This is an optimization exercise on Yosys and OpenROAD, whose aim is small area, a short achievable clock period and few clock cycles per item, not a production implementation. Function was checked by simulation only, so behaviour that the tests miss may differ from the original.

// piecewise_linear_interpolator
module piecewise_linear_interpolator (
  input  wire logic                     clk_i,
  input  wire logic                     rst_ni,
  input  wire logic                     cfg_valid_i,
  output logic                          cfg_ready_o,
  input  wire logic [plint_pkg::AW-1:0] cfg_addr_i,
  input  wire logic [plint_pkg::DW-1:0] cfg_data_i,
  input  wire logic                     s_axis_tvalid,
  output logic                          s_axis_tready,
  input  wire logic [15:0]              s_axis_tdata,    
  output logic                          m_axis_tvalid,
  input  wire logic                     m_axis_tready,
  output logic [23:0]                   m_axis_tdata,    
  output logic [1:0]                    m_axis_tuser     
);
==> flow/config.mk <==
export PLATFORM = sky130hd
export DESIGN_NAME = piecewise_linear_interpolator
export DESIGN_NICKNAME = piecewise_linear_interpolator
export VERILOG_FILES = /design/flow/design.v
export SDC_FILE = /design/flow/constraint.sdc
export NUM_CORES = 4
export LEC_CHECK = 0
export ABC_CLOCK_PERIOD_IN_PS = 3300
export CAP_MARGIN = 20
export CORE_MARGIN = 2
export CORE_UTILIZATION = 40
export SETUP_SLACK_MARGIN = 4.7
export SLEW_MARGIN = 20
export TNS_END_PERCENT = 10
==> flow/constraint.sdc <==
create_clock -name core_clock -period 8.0 [get_ports {clk_i}]
set_input_delay 1.6000 -clock core_clock [delete_from_list [all_inputs] [get_ports {clk_i}]]
set_output_delay 1.6000 -clock core_clock [all_outputs]
set_load 0.01 [all_outputs]
run.sh (not shown) runs the stock make flow with config.mk's settings and CLKGATE_MAP_FILE= SYNTH_SCRIPT=/design/flow/synth_recipe.tcl, a recipe that flattens the netlist after the stock synthesis.
The baseline ran to the end with no violations.
Testbench counts at the start, summed over its fixed seeds: cycles 5,016, items 4,096.
==> next run, changes <==
Settings changed: ABC_AREA set to 1, ABC_CLOCK_PERIOD_IN_PS 3300 to unset, SETUP_SLACK_MARGIN 4.7 to 4.4.
What happened: The changed run finished clean; design area stays flat; setup slack degrades by 0.10 ns; synthesized cell count went up by 19%.
==> next run, changes <==
Settings changed: ABC_AREA 1 to unset, ABC_CLOCK_PERIOD_IN_PS set to 3600.
Utilization climbs by 0.14 points.
Sequential share of layout area climbs by 0.35 points.
Wire length drops by 14%.
Global-route usage drops by 3.3 points.
==> next run, changes <==
Settings changed: TNS_END_PERCENT 10 to unset.
The changed run produced a clean layout.
Global-route usage fell by 0.12 points.
Sequential cell count stays the same.
Final cell count rose by 0.74%.
==> next run, changes <==
Settings changed: ABC_CLOCK_PERIOD_IN_PS 3600 to 3300, SETUP_SLACK_MARGIN 4.4 to 4.7.
=>
- area after synthesis does not change
- sequential share of layout area came out lower by 1.3 points
- wire length came out higher by 6.7%
- utilization came out higher by 2.3 points
- sequential cell count is unchanged
- clock-buffer cell count came out lower by 5

* * *

piecewise_linear_interpolator, a different RTL version from the one above (not shown whole).
For scale: ~5000 cells after synthesis, about 77 I/O pins.
clock: 8.0 ns
lec_check: 0
abc_clock_period_in_ps: 3600
cap_margin: 20
core_margin: 2
core_utilization: 50
setup_slack_margin: 4.4
slew_margin: 20
tns_end_percent: 10
The starting point completed with no timing, DRC or antenna violations.
Testbench counts at the start, summed over its fixed seeds: cycles 5,016, items 4,096.
Next try:
Settings changed: CORE_UTILIZATION 50 to 40, PLACE_DENSITY from default to 0.6.
Outcome: The new run finished clean. Fmax rises by about 1%. Non-clock buffer count climbs by 18. First-iteration DRC count fell by 8.2%. Die area grows by 25%. Routed wire length is lower by about 0.36%. Cell count came out higher by 5.7%. Critical path depth does not change.
Next try:
Settings changed: ABC_CLOCK_PERIOD_IN_PS 3600 to 4000, PLACE_DENSITY 0.6 to default, SETUP_SLACK_MARGIN 4.4 to 4.0.
=> Final area falls by 3.3%. Worst setup slack gets worse by 360 ps. Register-to-register slack loses 360 ps. Clock-buffer cell count is unchanged. Via count fell by 1.4%.
Next try:
Settings changed: ABC_CLOCK_PERIOD_IN_PS 4000 to 3600, GPL_ROUTABILITY_DRIVEN from default to 0, SETUP_SLACK_MARGIN 4.0 to 4.4.
What happened: Area after synthesis does not change. Via count climbs slightly. Register-to-register slack gains 320 ps. Setup slack gains 320 ps. Global-route usage grows by 0.79 points.
Next try:
Settings changed: GPL_ROUTABILITY_DRIVEN 0 to default.
Result:
- The changed run ran to the end with no violations
- die area is unchanged
- first-iteration DRC count fell by a little under a tenth
- maximum frequency rose slightly
- final area fell slightly
- via count fell slightly
- worst hold slack hardly moves
- cell count is about the same

## static timing again, ports no longer ideal
No port has a modelled driver above. Below, the same layouts with a new extraction and two added sets of constraints.
Step 1 assumes that a clkbuf_16 drives the clock port and a buf_2 every other input.
Step 2 also shifts input and output timing later by t, the mid clock arrival at the registers, as if the neighbouring blocks saw the same clock.
Slacks: no drivers / after step 1 / after step 2; pairs: no drivers / after step 1.
run | t, ns | slack for setup (ns) | worst slew at a driven data input, ns | cell pins on the clock port's net
the first run of note 1 | 0.727 | 4.201 / 4.201 / 3.897 | 0.06 | 1
the second run of note 1 | 0.740 | 4.100 / 4.062 / 3.652 | 0.05 | 1
the third run of note 1 | 0.728 | 4.181 / 4.181 / 3.702 | 0.07 | 1
the fourth run of note 1 | 0.722 | 4.187 / 4.187 / 3.805 | 0.07 | 1
the fifth run of note 1 | 0.724 | 4.170 / 4.170 / 4.040 | 0.08 | 1
the first run of note 2 | 0.718 | 4.169 / 4.153 / 3.662 | 0.07 | 1
the second run of note 2 | 0.706 | 4.206 / 4.156 / 3.672 | 0.08 | 1
the third run of note 2 | 0.705 | 3.849 / 3.845 / 3.357 | 0.07 | 1
the fourth run of note 2 | 0.716 | 4.165 / 4.165 / 3.808 | 0.06 | 1
the fifth run of note 2 | 0.706 | 4.206 / 4.156 / 3.672 | 0.08 | 1
After both steps setup and hold are still met in every run listed.
